From an optimization exercise on the open Yosys and OpenROAD flow, aimed at small area, a short achievable clock period and few clock cycles per item; shortcuts taken in it are not production practice.
The RTL was checked by simulation tests, not by an equivalence proof against the original design.

==> flow/design.v (outline; a module is shown in full before it is edited, if it fits) <==
// module gdd_ctrl: 24 lines
// module gdd_doy: 77 lines
// module gdd_cent: 15 lines
// module gdd_dp: 50 lines
// module gdd_add_bk: 31 lines
// module gdd_add_sk: 26 lines
// module gdd_sum_p: 105 lines
// module gdd_sum_w: 150 lines
// module gdd_sum_dd: 10 lines
// module gdd_sum_dt: 10 lines
// module gdd_sum_d: 355 lines
// module gregorian_date_difference: 39 lines
module gregorian_date_difference (
  input  logic        clk_i,
  input  logic        rst_ni,
  input  logic        in_valid_i,
  output logic        in_ready_o,
  input  logic [4:0]  start_day_i,
  input  logic [3:0]  start_month_i,
  input  logic [13:0] start_year_i,
  input  logic [4:0]  end_day_i,
  input  logic [3:0]  end_month_i,
  input  logic [13:0] end_year_i,
  output logic        out_valid_o,
  input  logic        out_ready_i,
  output logic [21:0] day_count_o,
  output logic        end_before_start_o
);
  // ...
==> flow/run.sh <==
#!/bin/bash
# synth_recipe.tcl (not shown) runs the flow's synth.tcl, then flattens the netlist and writes it again
# the make line also repeats each setting of config.mk as NAME=value (left out here)
make -C /OpenROAD-flow-scripts/flow DESIGN_CONFIG=/design/flow/config.mk WORK_HOME=/design/flow/orfs CLKGATE_MAP_FILE= SYNTH_SCRIPT=/design/flow/synth_recipe.tcl finish
==> flow/config.mk <==
export PLATFORM = sky130hd
export DESIGN_NAME = gregorian_date_difference
export DESIGN_NICKNAME = gregorian_date_difference
export VERILOG_FILES = /design/flow/design.v
export SDC_FILE = /design/flow/constraint.sdc
export NUM_CORES = 4
export LEC_CHECK = 0
export CAP_MARGIN = 20
export CORE_MARGIN = 2
export CORE_UTILIZATION = 40
export SETUP_SLACK_MARGIN = 2.5
export SLEW_MARGIN = 20
==> flow/constraint.sdc <==
create_clock -name core_clock -period 7.0 [get_ports {clk_i}]
set_input_delay 1.4000 -clock core_clock [delete_from_list [all_inputs] [get_ports {clk_i}]]
set_output_delay 1.4000 -clock core_clock [all_outputs]
set_load 0.01 [all_outputs]
==> reports/metrics.cfg, run 1 <==
[sta]
worstMarginPinSlew_ns=0.918
whs_ns=0.471
period_needed_ns=4.36
rsz0062_at_grt=true
post-route-period-util_pct=62.3
slew_headroom_pct=38.8
max_freq_mhz=229

[hold_path]
min_from=u_ctrl.mid_valid_q
hp-class=reg -> reg

[worst_setup_path]
crit_buf_inv=3
cp_slowest_cell=fa_1
r2r_start=u_dp.w_q[0]
r2r_end=u_dp.diff_q[17]
path_max_fanout=14

[die]
nWellTaps=341
die-area_um2=28600
core_um2=26900

[global_route]
gr-total-overflow=0
first_global_vias=7636

[route]
top_layer_used=met4
viasPerCell=4.95
met3RoutedLength_um=536
wl_met2_mm=10.4

[clock_tree]
cts_setup_buffers=6
cts_tree=done
cts.reportedPaths.clkPinSlew_ns=0.06

[run_status]
status=no timing/DRC/antenna violations

[finish]
final_util_pct=47.5
nonClkBufAreaFrac_pct=7.56

[placed_design]
gp_congestion=0.847
dp_hpwl_mm=18.4

[synth]
syn_nets=1453
avgSynthCellArea_um2=9.72
yosys_warnings=16

Testbench counts, summed over its fixed seeds: cycles 4,816, items 4,800.
==> run 2, diff against run 1 <==
--- a/flow/config.mk
+++ b/flow/config.mk
@@ -8,5 +8,5 @@
 export CAP_MARGIN = 20
 export CORE_MARGIN = 2
 export CORE_UTILIZATION = 40
-export SETUP_SLACK_MARGIN = 2.5
+export SETUP_SLACK_MARGIN = 3
 export SLEW_MARGIN = 20
==> reports/metrics.cfg, run 2 <==
[run_status]
status=no timing/DRC/antenna violations

[clock_tree]
cts_sinks=78
clockRootBuffer=clkbuf_16
numCtsBuffers=9
clkLatencyLatePin_ns=0.33
cts_tree=done
ctsLongestPathBuffers=2
cts_max_level=3
cts.reportedPaths.clkPinSlew_ns=0.06  ; about the same
cts-hold-fix-buffers=0

[die]
initial_core_util_pct=40.5
die_y_um=169
rows=60
die-area_um2=28600  ; unchanged
core_um2=26900  ; unchanged
ios=75
dieWidth_um=169

[global_route]
gr-total-overflow=0  ; unchanged
grt_usage_pct=17.4
first_global_vias=8169  ; +7.0%
grt_pass1_wl_mm=40.1
grt_max_degree=79
antenna_found_initial=0

[sta]
max_freq_mhz=235  ; +2.6%
skew_ns=0.00969
period_needed_ns=4.25  ; -0.109 ns
whs_ns=0.460  ; -0.0111 ns
rsz0062_at_grt=true
fin_tns_setup_ns=0
slew_headroom_pct=38.1  ; -0.70 points
worstMarginPinSlew_ns=0.929  ; +0.0106 ns
post-route-period-util_pct=60.7  ; -1.6 points
setup_viol=0
fin_ws_ns=2.75
maxSlewViolCount=0
hold_viol=0

[synth]
synth_flop_cell=edfxtp_1
synth_compound_area_share_pct=13.2
synth.distinct_cells=71
synth.cell_area_um2=10900
synth_seq_cells=78
ys_top_cells_by_area=fa_1 24%, edfxtp_1 21%, ha_1 17%, inv_1 7.4%, nor2_1 3.7%
synth_edf_count=76
avgSynthCellArea_um2=9.72  ; unchanged
yosys_warnings=16  ; unchanged
async_flop_share_pct=2.56
yosys.area_share.simple_pct=9.38
synth_common_cells=215 x inv_1, 150 x ha_1, 133 x fa_1, 108 x nor2_1, 76 x edfxtp_1
syn_nets=1453  ; unchanged
seq_area_frac_synth_pct=21.4
post-synth-top-area-fraction_pct=24.5
synth_most_common_cell=inv_1
synth_fa_ha_area_share_pct=41.8
synth_top_family_by_area=adder cells
yosys.area.top_type=fa_1
synthXorXnorAreaFrac_pct=4.58
muxShareOfSynthArea_pct=1.06
synthCells=1120

[finish]
areaGrowthSynthToFinish_pct=27.0
most-common-layout-cells=187 x inv_1, 125 x ha_1, 118 x fa_1, 97 x nor2_1, 81 x buf_4
top_register=u_dp.diff_q
layout_commonest_cell=inv_1
largestRegisters=u_dp.diff_q (24), u_dp.c_q (16), u_dp.w_q (15)
largest_register_ffs=24
antenna_cells=0
final_util_pct=51.4  ; +3.9 points
fill_cells=2447
drive_above_1_share_pct=23.3
final_nets=1604

[route]
drc=0
ant_nets=0
drt_iter0_drc=318
viasPerCell=4.94  ; -0.31%
vias=7984
wl_per_cell_um=14.9
dr.pass1.iters=5
detail_route.wirelength_mm=24.1

[worst_setup_path]
cp-end-kind=flip-flop
critPathRequiredTime_ns=7.08
arrival_ns=4.33
path_max_fanout=3  ; -11
cp-start-kind=input pin
worstSetupPathType=in -> reg

[placed_design]
dp_hpwl_mm=18.8  ; +1.9%
gp_congestion=0.846  ; -0.12%
portBuffers=74
dp_slack_ns=1.47

[run]
max-cap-violations=0

[hold_path]
hp-class=reg -> reg

run 2: cell counts after synthesis:
Identical to the previous run, type by type.
run 2: through the flow:
step	instances	cell area, um^2
2_1_floorplan	1120	11100
3_3_place_gp	1509	12200
3_5_place_dp	1509	12200
4_1_cts	1597	13500
5_1_grt	1617	13800
6_report	1617	13800
run 2: area by class of cell:
| cell class | instances | area (um^2) | share of cell area [%] |
|---|---|---|---|
| Multi-Input combinational cell | 793 | 8330 | 60.2 |
| Tap cell | 341 | 427 | 3.09 |
| Sequential cell | 78 | 2330 | 16.9 |
| Clock buffer | 11 | 233 | 1.68 |
| Clock inverter | 5 | 56.3 | 0.407 |
| Inverter | 218 | 871 | 6.30 |
| Timing Repair Buffer | 171 | 1580 | 11.4 |
run 2: repair_timing:
action / CTS / global route
setup buffers: 71 / 20
pin swaps: 70 / 55
gates resized for setup: 234 / 73
setup endpoints to repair: 56 / 46
hold endpoints to repair: 0 / 0
gates cloned: 1 / 0
run 2: kinds of logic after synthesis:
group,count (synthesis)
adders and majority gates,284
buffers and inverters,249
and+or+nand+nor,225
AOI/OAI and AO/OA,217
DFF,78
xor gates and xnor gates,57
muxes,10
run 2: routing by layer:
metal	vias to the layer above	GRT usage (%)	part of all wire, %
li1	4011	-	-
met5	-	0	0
met4	0	3.79	0.91
met3	12	1.50	2.1
met2	115	29.8	49
met1	3846	24.2	48
run 2: final timing paths:
kind / startpoint / end / slack (ns) / depth (start not counted)
setup / recovery: start_year_i[4] / u_dp.w_q[9] / 2.75 / 13
hold / removal: u_ctrl.mid_valid_q / u_ctrl.out_valid_q / 0.46 / 1
setup reg to reg: u_dp.w_q[0] / u_dp.diff_q[15] / 2.78 / 14
hold reg to reg: u_ctrl.mid_valid_q / u_ctrl.out_valid_q / 0.46 / 1
max in group asynchronous: rst_ni / u_ctrl.mid_valid_q / 5.66 / 1
min in group asynchronous: rst_ni / u_ctrl.mid_valid_q / 1.23 / 1
run 2: critical path, cell delays in order:
cell and delay [ns]:
buf_8 0.08, clkinvlp_4 0.09, fa_1 0.51, fa_1 0.44, ha_1 0.31, a21o_1 0.19
a21o_1 0.22, a2111oi_4 0.33, nor2_1 0.07, nor2_1 0.12, inv_1 0.07, fa_2 0.33
xor2_1 0.16
==> run 3, diff against run 2 <==
--- a/flow/config.mk
+++ b/flow/config.mk
@@ -7,6 +7,6 @@
 export LEC_CHECK = 0
 export CAP_MARGIN = 20
 export CORE_MARGIN = 2
-export CORE_UTILIZATION = 40
-export SETUP_SLACK_MARGIN = 3
+export CORE_UTILIZATION = 60
+export SETUP_SLACK_MARGIN = 2.5
 export SLEW_MARGIN = 20
==> reports/metrics.cfg, run 3 <==
[finish]
layout_commonest_cell=inv_1
largest_register_ffs=24  ; unchanged
drive_above_1_share_pct=10.9  ; -12 points
areaGrowthSynthToFinish_pct=15.5
most-common-layout-cells=200 x inv_1, 138 x ha_1, 130 x fa_1, 104 x nor2_1, 76 x edfxtp_1
final_nets=1535  ; -4.3%
fill_cells=1421  ; -42%
largestRegisters=u_dp.diff_q (24), u_dp.c_q (16), u_dp.w_q (15)
top_register=u_dp.diff_q
antenna_cells=0  ; unchanged

[die]
die-area_um2=19200  ; -33%
die_y_um=139  ; -18%
core_um2=17900  ; -33%
ios=75  ; unchanged
initial_core_util_pct=60.8  ; +20 points
dieWidth_um=139  ; -18%
rows=49  ; -18%

[run_status]
status=no timing/DRC/antenna violations

[synth]
ys_top_cells_by_area=fa_1 24%, edfxtp_1 21%, ha_1 17%, inv_1 7.4%, nor2_1 3.7%
synth_edf_count=76  ; unchanged
synth.cell_area_um2=10900  ; unchanged
seq_area_frac_synth_pct=21.4  ; unchanged
synthCells=1120  ; unchanged
syn_nets=1453  ; unchanged
synth_seq_cells=78  ; unchanged
synth_most_common_cell=inv_1
yosys.area.top_type=fa_1
yosys_warnings=16  ; unchanged
async_flop_share_pct=2.56  ; unchanged
avgSynthCellArea_um2=9.72  ; unchanged
synth.distinct_cells=71  ; unchanged
synth_common_cells=215 x inv_1, 150 x ha_1, 133 x fa_1, 108 x nor2_1, 76 x edfxtp_1
synth_flop_cell=edfxtp_1
post-synth-top-area-fraction_pct=24.5  ; unchanged

[clock_tree]
ctsLongestPathBuffers=2  ; unchanged
numCtsBuffers=9  ; unchanged
cts.reportedPaths.clkPinSlew_ns=0.06  ; about the same
clkLatencyLatePin_ns=0.33  ; about the same
cts_max_level=3  ; unchanged
cts-hold-fix-buffers=0  ; unchanged
cts_sinks=78  ; unchanged
cts_tree=done
clockRootBuffer=clkbuf_16

[global_route]
first_global_vias=7829  ; -4.2%
grt_pass1_wl_mm=38.0  ; -5.4%
grt_max_degree=79  ; unchanged
gr-total-overflow=0  ; unchanged
grt_usage_pct=24.1  ; +6.8 points
antenna_found_initial=0  ; unchanged

[worst_setup_path]
cp-end-kind=flip-flop
arrival_ns=4.45  ; +0.12 ns
path_max_fanout=5  ; +2
critPathRequiredTime_ns=7.08  ; about the same
worstSetupPathType=in -> reg
cp-start-kind=input pin

[sta]
fin_tns_setup_ns=0  ; unchanged
worstMarginPinSlew_ns=0.924  ; -0.00483 ns
fin_ws_ns=2.63  ; -0.116 ns
setup_viol=0  ; unchanged
period_needed_ns=4.37  ; +0.116 ns
rsz0062_at_grt=true
max_freq_mhz=229  ; -2.7%
slew_headroom_pct=38.4  ; +0.32 points
skew_ns=0.0102  ; +0.000518 ns
hold_viol=0  ; unchanged
post-route-period-util_pct=62.4  ; +1.7 points
maxSlewViolCount=0  ; unchanged

[placed_design]
gp_congestion=0.897  ; +6.1%
portBuffers=74  ; unchanged
dp_hpwl_mm=18.1  ; -3.7%
dp_slack_ns=1.38  ; -0.0898 ns

[hold_path]
hp-class=reg -> reg

[route]
viasPerCell=5.47  ; +11%
detail_route.wirelength_mm=22.4  ; -7.3%
drt_iter0_drc=400  ; +26%
ant_nets=0  ; unchanged
wl_per_cell_um=15.6  ; +4.4%
vias=7851  ; -1.7%
dr.pass1.iters=5  ; unchanged
drc=0  ; unchanged

[run]
max-cap-violations=0  ; unchanged

==> run 3: cell types whose count changed in the layout (fill, tap and decap cells not counted), sizes merged <==
| cell | delta |
|---|---|
| buf | -87 |
| clkbuf | +10 |
| dlymetal6s2s | +9 |
| clkdlybuf4s15 | -7 |
| clkdlybuf4s50 | +5 |
| inv | +5 |
| clkinvlp | -2 |
| clkdlybuf4s18 | -1 |
| clkinv | -1 |
==> run 3: final cells by class <==
type / instances / area (um^2) / share of cell area [%]
clock buffers: 10 / 229 / 1.82
repair buffers: 101 / 943 / 7.50
inverters: 218 / 831 / 6.61
clock inverters: 6 / 67.6 / 0.537
repair inverters: 1 / 5.00 / 0.0398
multi-input cells: 793 / 7880 / 62.7
flip-flops and latches: 78 / 2330 / 18.5
well taps: 229 / 287 / 2.28
==> run 3: what timing repair did <==
action	in CTS	in global routing
gates resized for setup	72	84
pin swaps	9	12
hold endpoints to repair	0	0
endpoints found under the setup margin	39	24
gates cloned	1	1
buffers inserted	9	12
==> run 3: cell families after synthesis <==
| logic type | Yosys count | synth area share (%) |
|---|---|---|
| compound gates | 217 | 13.2 |
| xor+xnor | 57 | 4.58 |
| fa+ha+maj | 284 | 41.8 |
| buf+inv | 249 | 8.61 |
| flops | 78 | 21.4 |
| mux | 10 | 1.06 |
| simple gates | 225 | 9.38 |
==> run 3: worst paths after layout <==
kind                                     from                 end  slack, ns  depth (start not counted)
max                           start_year_i[7]         u_dp.w_q[9]       2.63                         12
min                        u_ctrl.mid_valid_q  u_ctrl.out_valid_q       0.47                          1
max reg2reg                       u_dp.w_q[1]     u_dp.diff_q[17]       2.65                         12
min reg2reg                u_ctrl.mid_valid_q  u_ctrl.out_valid_q       0.47                          1
max in group asynchronous              rst_ni  u_ctrl.out_valid_q       5.66                          1
min in group asynchronous              rst_ni  u_ctrl.mid_valid_q       1.22                          1
==> run 3: through the flow <==
step / utilization (%) / instance area (um^2) / hold slack (ns) / std cells
floorplan: - / 10900 / 0.430 / 1120
global placement: 66.2 / 11800 / 0.446 / 1397
detailed placement: 66.2 / 11800 / 0.456 / 1397
CTS: 68.9 / 12300 / 0.473 / 1423
global route: 70.3 / 12600 / 0.524 / 1436
finish: 70.3 / 12600 / 0.474 / 1436
==> run 3: worst max-delay path, cell delays in order <==
cell and delay (ns):
clkdlybuf4s50_1 0.53, inv_2 0.11, fa_1 0.53, fa_1 0.41, ha_1 0.33, o21a_1 0.20
o21ai_1 0.16, nor2_1 0.07, nor2_1 0.11, inv_1 0.07, fa_1 0.37, xor2_1 0.15
==> run 3: routing by layer <==
metal	GRT usage [%]	routed length [um]
met1	33.5	10300
met2	41.6	10900
met3	2.24	758
met4	5.74	399
met5	0	0
==> run 4, diff against run 3 <==
--- a/flow/config.mk
+++ b/flow/config.mk
@@ -8,5 +8,5 @@
 export CAP_MARGIN = 20
 export CORE_MARGIN = 2
 export CORE_UTILIZATION = 60
-export SETUP_SLACK_MARGIN = 2.5
+export SETUP_SLACK_MARGIN = 2.25
 export SLEW_MARGIN = 20
==> reports/metrics.cfg, run 4 <==
[worst_setup_path]
critPathRequiredTime_ns=7.09  ; about the same
crit_chain=dlygate4sd2_1, ha_1, fa_1, fa_1, ha_1, a21o_4, a2111oi_4, nor2_1, nor2_1, inv_1, fa_1, xor2_1
crit_buf_inv=2  ; -1
r2r_cells=12  ; unchanged
path_depth=12  ; unchanged
r2r_start=u_dp.w_q[4]
r2r_end=u_dp.diff_q[23]
critical-path-max-stage-delay_ns=0.50  ; -0.03 ns
cp-start-kind=input pin
path_max_fanout=6  ; +1
r2r_slack_ns=2.42  ; -0.23 ns
arrival_ns=4.73  ; +0.28 ns
worstSetupPathType=in -> reg
cp_slowest_cell=fa_1
cp-end-kind=flip-flop
critPathMostFrequentCell=fa_1
cp_top_family=adder cells

[sta]
post-route-period-util_pct=66.3  ; +3.9 points
fin_tns_setup_ns=0  ; unchanged
hold_viol=0  ; unchanged
rsz0062_at_grt=true
max_freq_mhz=216  ; -5.9%
skew_ns=0.0102  ; +0.0000139 ns
setup_viol=0  ; unchanged
slew_headroom_pct=38.4  ; about the same
period_needed_ns=4.64  ; +0.274 ns
maxSlewViolCount=0  ; unchanged
worstMarginPinSlew_ns=0.924  ; +0.000376 ns

[clock_tree]
cts.reportedPaths.clkPinSlew_ns=0.07  ; about the same
clockRootBuffer=clkbuf_16
cts_max_level=3  ; unchanged
cts-hold-fix-buffers=0  ; unchanged
cts_tree=done
ctsLongestPathBuffers=2  ; unchanged
cts_sinks=78  ; unchanged
numCtsBuffers=9  ; unchanged
clkLatencyLatePin_ns=0.34  ; about the same

[die]
die-area_um2=19200  ; unchanged
rows=49  ; unchanged
die_y_um=139  ; unchanged
initial_core_util_pct=60.8  ; unchanged
dieWidth_um=139  ; unchanged
ios=75  ; unchanged
core_um2=17900  ; unchanged

[synth]
synth.cell_area_um2=10900  ; unchanged
syn_nets=1453  ; unchanged
seq_area_frac_synth_pct=21.4  ; unchanged
ys_top_cells_by_area=fa_1 24%, edfxtp_1 21%, ha_1 17%, inv_1 7.4%, nor2_1 3.7%
post-synth-top-area-fraction_pct=24.5  ; unchanged
yosys.area.top_type=fa_1
yosys_warnings=16  ; unchanged
synth_seq_cells=78  ; unchanged
synth.distinct_cells=71  ; unchanged
synth_most_common_cell=inv_1
synth_edf_count=76  ; unchanged
synth_common_cells=215 x inv_1, 150 x ha_1, 133 x fa_1, 108 x nor2_1, 76 x edfxtp_1
synthCells=1120  ; unchanged
synth_flop_cell=edfxtp_1
async_flop_share_pct=2.56  ; unchanged
avgSynthCellArea_um2=9.72  ; unchanged

[hold_path]
min_to=u_ctrl.out_valid_q
hold_path_depth=1  ; unchanged
min_from=u_ctrl.mid_valid_q
hp-class=reg -> reg

[run]
max-cap-violations=0  ; unchanged

[route]
vias=7841  ; -0.13%
m1WireLength_mm=10.1  ; -1.5%
drc=0  ; unchanged
drt_iter0_drc=401  ; +0.25%
viasPerCell=5.51  ; +0.71%
met3RoutedLength_um=753  ; -0.66%
wl_met2_mm=10.6  ; -3.1%
detail_route.wirelength_mm=22.0  ; -1.9%
dr.pass1.iters=5  ; unchanged
wl_per_cell_um=15.4  ; -1.0%
ant_nets=0  ; unchanged
top_layer_used=met4

[finish]
top_register=u_dp.diff_q
largestRegisters=u_dp.diff_q (24), u_dp.c_q (16), u_dp.w_q (15)
drive_above_1_share_pct=6.95  ; -4.0 points
final_util_pct=69.3  ; -0.97 points
antenna_cells=0  ; unchanged
layout_commonest_cell=inv_1
final_nets=1523  ; -0.78%
largest_register_ffs=24  ; unchanged
most-common-layout-cells=205 x inv_1, 145 x ha_1, 132 x fa_1, 106 x nor2_1, 76 x edfxtp_1
areaGrowthSynthToFinish_pct=13.9

[placed_design]
gp_congestion=0.913  ; +1.7%
portBuffers=74  ; unchanged
dp_hpwl_mm=17.9  ; -0.78%

[run_status]
status=no timing/DRC/antenna violations

[global_route]
grt_usage_pct=23.6  ; -0.60 points
grt_pass1_wl_mm=36.9  ; -2.7%
first_global_vias=7761  ; -0.87%
gr-total-overflow=0  ; unchanged
grt_max_degree=79  ; unchanged
antenna_found_initial=0  ; unchanged

-- run 4: metrics by stage --
stage	worst slack, ns	instance area (um^2)	hold slack [ns]	instances
2_1_floorplan	2.48	10900	0.430	1120
3_3_place_gp	1.47	11800	0.453	1397
3_5_place_dp	1.46	11800	0.496	1397
4_1_cts	2.23	12200	0.512	1413
5_1_grt	2.22	12400	0.540	1424
6_report	2.36	12400	0.507	1424
-- run 4: kinds of logic after synthesis --
logic type	synth area share, %
AO/OA/AOI/OAI	13.2
XOR/XNOR	4.58
buffers and inverters	8.61
multiplexers	1.06
flip-flops	21.4
adder cells (fa/ha/maj)	41.8
AND/OR/NAND/NOR	9.38
-- run 4: metal layers --
metal  track usage, %  vias up
li1                 -     3867
met1             32.6     3761
met2             40.3      183
met3             2.21       30
met4             6.43        0
met5                0        -
-- run 4: timing repair --
action	CTS	global route
pin swaps	1	3
buffers inserted	0	10
gates cloned	0	1
gates resized for setup	27	48
endpoints found under the setup margin	15	21
-- run 4: worst reg2reg max path: stages (launching register included) --
cell      delay [ns]
edfxtp_1        0.48
inv_1           0.21
fa_1            0.47
fa_1            0.43
fa_1            0.53
fa_1            0.43
ha_1            0.35
a2111o_1        0.39
o21ai_2         0.25
o211ai_1        0.15
a21oi_1         0.31
o31ai_1         0.14
xor2_1          0.16
-- run 4: worst max-delay path by stage --
| stage | from | endpoint | slack, ns |
|---|---|---|---|
| finish | end_year_i[3] | u_dp.w_q[9] | 2.36 |
| global route | start_month_i[3] | u_dp.dt_q[8] | 2.22 |
| CTS | end_month_i[0] | u_dp.dt_q[8] | 2.23 |
| detailed placement | start_month_i[2] | u_dp.dt_q[8] | 1.46 |
| global placement | start_month_i[2] | u_dp.dt_q[8] | 1.47 |
| floorplan | start_year_i[3] | u_dp.w_q[9] | 2.48 |
-- run 4: cell type report --
class	count	area (um^2)
clock buffer	9	225
inverter	218	827
multi-input combinational	793	7730
clock inverter	7	86.3
tap	229	287
fill	1427	5500
timing repair buffer	90	911
sequential	78	2330
==> run 5, diff against run 4 <==
--- a/flow/config.mk
+++ b/flow/config.mk
@@ -8,5 +8,5 @@
 export CAP_MARGIN = 20
 export CORE_MARGIN = 2
 export CORE_UTILIZATION = 60
-export SETUP_SLACK_MARGIN = 2.25
+export SETUP_SLACK_MARGIN = 2.75
 export SLEW_MARGIN = 20
==> reports/metrics.cfg, run 5 <==
[sta]
max_freq_mhz=228  ; +5.7%
skew_ns=0.0123  ; +0.00207 ns
fin_tns_setup_ns=0  ; unchanged
post-route-period-util_pct=62.7  ; -3.5 points
setup_viol=0  ; unchanged
period_needed_ns=4.39  ; -0.248 ns
maxSlewViolCount=0  ; unchanged
hold_viol=0  ; unchanged
worstMarginPinSlew_ns=0.937  ; +0.0129 ns
rsz0062_at_grt=true
slew_headroom_pct=37.5  ; -0.86 points

[worst_setup_path]
worstSetupPathType=reg -> reg
r2r_start=u_dp.w_q[0]
cp-start-kind=flip-flop
cp-startpoint=u_dp.w_q[0]
critPathRequiredTime_ns=7.08  ; about the same
arrival_ns=4.47  ; -0.26 ns
cp-end-kind=flip-flop
path_max_fanout=5  ; -1

[die]
ios=75  ; unchanged
core_um2=17900  ; unchanged
die-area_um2=19200  ; unchanged
die_y_um=139  ; unchanged
initial_core_util_pct=60.8  ; unchanged
rows=49  ; unchanged
dieWidth_um=139  ; unchanged

[route]
wl_per_cell_um=16.1  ; +4.5%
ant_nets=0  ; unchanged
detail_route.wirelength_mm=23.6  ; +7.4%
drc=0  ; unchanged
dr.pass1.iters=5  ; unchanged
vias=8088  ; +3.2%
viasPerCell=5.53  ; +0.40%
drt_iter0_drc=365  ; -9.0%

[finish]
layout_commonest_cell=inv_1
antenna_cells=0  ; unchanged
largestRegisters=u_dp.diff_q (24), u_dp.c_q (16), u_dp.w_q (15)
final_util_pct=73.7  ; +4.4 points
most-common-layout-cells=195 x inv_1, 127 x ha_1, 122 x fa_1, 103 x nor2_1, 76 x edfxtp_1
areaGrowthSynthToFinish_pct=21.2
fin_cells=1463  ; +2.7%
final_nets=1562  ; +2.6%
largest_register_ffs=24  ; unchanged
drive_above_1_share_pct=16.7  ; +9.7 points
top_register=u_dp.diff_q

[global_route]
grt_max_degree=79  ; unchanged
first_global_vias=7988  ; +2.9%
grt_pass1_wl_mm=39.7  ; +7.4%
grt_usage_pct=25.4  ; +1.9 points
gr-total-overflow=0  ; unchanged
antenna_found_initial=0  ; unchanged

[clock_tree]
cts.reportedPaths.clkPinSlew_ns=0.07  ; about the same
clockRootBuffer=clkbuf_16
ctsLongestPathBuffers=2  ; unchanged
cts_tree=done
clkLatencyLatePin_ns=0.34  ; about the same
cts_sinks=78  ; unchanged
numCtsBuffers=9  ; unchanged
cts-hold-fix-buffers=0  ; unchanged
cts_max_level=3  ; unchanged

[synth]
ys_top_cells_by_area=fa_1 24%, edfxtp_1 21%, ha_1 17%, inv_1 7.4%, nor2_1 3.7%
post-synth-top-area-fraction_pct=24.5  ; unchanged
synthCells=1120  ; unchanged
synth.distinct_cells=71  ; unchanged
synth_most_common_cell=inv_1
synth.cell_area_um2=10900  ; unchanged
synth_edf_count=76  ; unchanged
synth_seq_cells=78  ; unchanged
yosys.area.top_type=fa_1
yosys_warnings=16  ; unchanged
synth_flop_cell=edfxtp_1
avgSynthCellArea_um2=9.72  ; unchanged
async_flop_share_pct=2.56  ; unchanged
syn_nets=1453  ; unchanged
seq_area_frac_synth_pct=21.4  ; unchanged
synth_common_cells=215 x inv_1, 150 x ha_1, 133 x fa_1, 108 x nor2_1, 76 x edfxtp_1

[run_status]
status=no timing/DRC/antenna violations

[placed_design]
portBuffers=74  ; unchanged
dp_hpwl_mm=17.9  ; about the same
dp_cells=1397  ; unchanged
gp_congestion=0.872  ; -4.5%

[run]
max-cap-violations=0  ; unchanged

[hold_path]
hp-class=reg -> reg
min_from=u_ctrl.mid_valid_q

-- run 5: kinds of logic (layout without fill, tap and decap cells) --
| logic type | Yosys count | in the layout | synth area share [%] |
|---|---|---|---|
| AOI/OAI and AO/OA | 217 | 217 | 13.2 |
| adders and majority gates | 284 | 284 | 41.8 |
| and+or+nand+nor | 225 | 225 | 9.38 |
| xor gates and xnor gates | 57 | 57 | 4.58 |
| DFF | 78 | 78 | 21.4 |
| buffers and inverters | 249 | 363 | 8.61 |
| muxes | 10 | 10 | 1.06 |
-- run 5: per-layer routing --
metal	vias up	share of wire [%]	GRT usage, %	wire, um
met5	-	0	0	0
met4	0	1.3	5.10	318
met3	28	3.4	2.35	794
met2	187	50	44.3	11800
met1	3939	45	35.3	10700
li1	3934	-	-	-
-- run 5: what timing repair did --
item	4_1_cts	5_1_grt
pin swaps	37	42
cloned	3	0
setup endpoints to repair	49	29
buffers inserted	25	22
gates resized for setup	174	69
-- run 5: worst max-delay path: stages (launching register included) --
cell,delay [ns]
edfxtp_1,0.44
buf_6,0.15
buf_6,0.11
inv_4,0.04
fa_2,0.44
fa_2,0.38
fa_1,0.49
fa_1,0.59
ha_4,0.22
a2111o_1,0.40
o21ai_4,0.24
o211ai_1,0.14
a21oi_2,0.23
o31ai_2,0.10
xor2_1,0.17
-- run 5: stage by stage --
stage	hold slack (ns)	instance area (um^2)	worst slack, ns
after floorplan	0.430	11000	2.64
after global placement	0.439	11900	1.61
after detailed placement	0.452	11900	1.54
after CTS	0.468	12800	2.71
after global routing	0.502	13200	2.46
final	0.463	13200	2.61
-- run 5: final timing paths --
| kind | slack (ns) | cells past startpoint | to |
|---|---|---|---|
| min reg2reg | 0.46 | 1 | u_ctrl.out_valid_q |
| max reg2reg | 2.61 | 14 | u_dp.diff_q[23] |
| max | 2.61 | 14 | u_dp.diff_q[23] |
| min in group asynchronous | 1.21 | 1 | u_ctrl.out_valid_q |
| min | 0.46 | 1 | u_ctrl.out_valid_q |
| max in group asynchronous | 5.67 | 1 | u_ctrl.mid_valid_q |
-- run 5: area by class of cell --
type | count | area [um^2]
multi-input combinational | 793 | 8150
fill | 1306 | 4710
inverter | 218 | 870
clock inverter | 6 | 68.8
sequential | 78 | 2330
clock buffer | 10 | 229
tap | 229 | 287
timing repair buffer | 129 | 1260

==> afterwards: timing with drivers on the ports <==
How much do the figures lean on ideal ports? The routed layouts below were timed once more, with nothing changed but the port constraints. Step 1: set_driving_cell puts a clkbuf_16 on clk_i and a buf_2 on each other input, an assumption about the parent block. Step 2, shift: input delay + t, output delay - t, t = (earliest + latest rising clock arrival at the registers) / 2. This alone moves slack from input paths to output paths. Slacks: ideal ports / drivers / drivers and shift; pairs: ideal ports / drivers.
| run | t, ns | slack for setup (ns) | hold WS [ns] | worst data-port slew with drivers (ns) | pins driven straight from the clock port |
|---|---|---|---|---|---|
| run 1 | 0.371 | 2.642 / 2.664 / 2.293 | 0.471 / 0.471 / 0.471 | 0.04 | 1 |
| run 2 | 0.365 | 2.751 / 2.728 / 2.363 | 0.460 / 0.460 / 0.460 | 0.06 | 1 |
| run 3 | 0.365 | 2.635 / 2.645 / 2.283 | 0.474 / 0.474 / 0.474 | 0.04 | 1 |
| run 4 | 0.373 | 2.361 / 2.377 / 2.004 | 0.507 / 0.507 / 0.507 | 0.03 | 1 |
| run 5 | 0.373 | 2.609 / 2.609 / 2.402 | 0.463 / 0.463 / 0.463 | 0.05 | 1 |
After both steps every run listed still meets setup and hold. For run 2, which loses most, drivers alone change the setup slack by -0.023 ns; drivers and shift together by -0.388 ns.
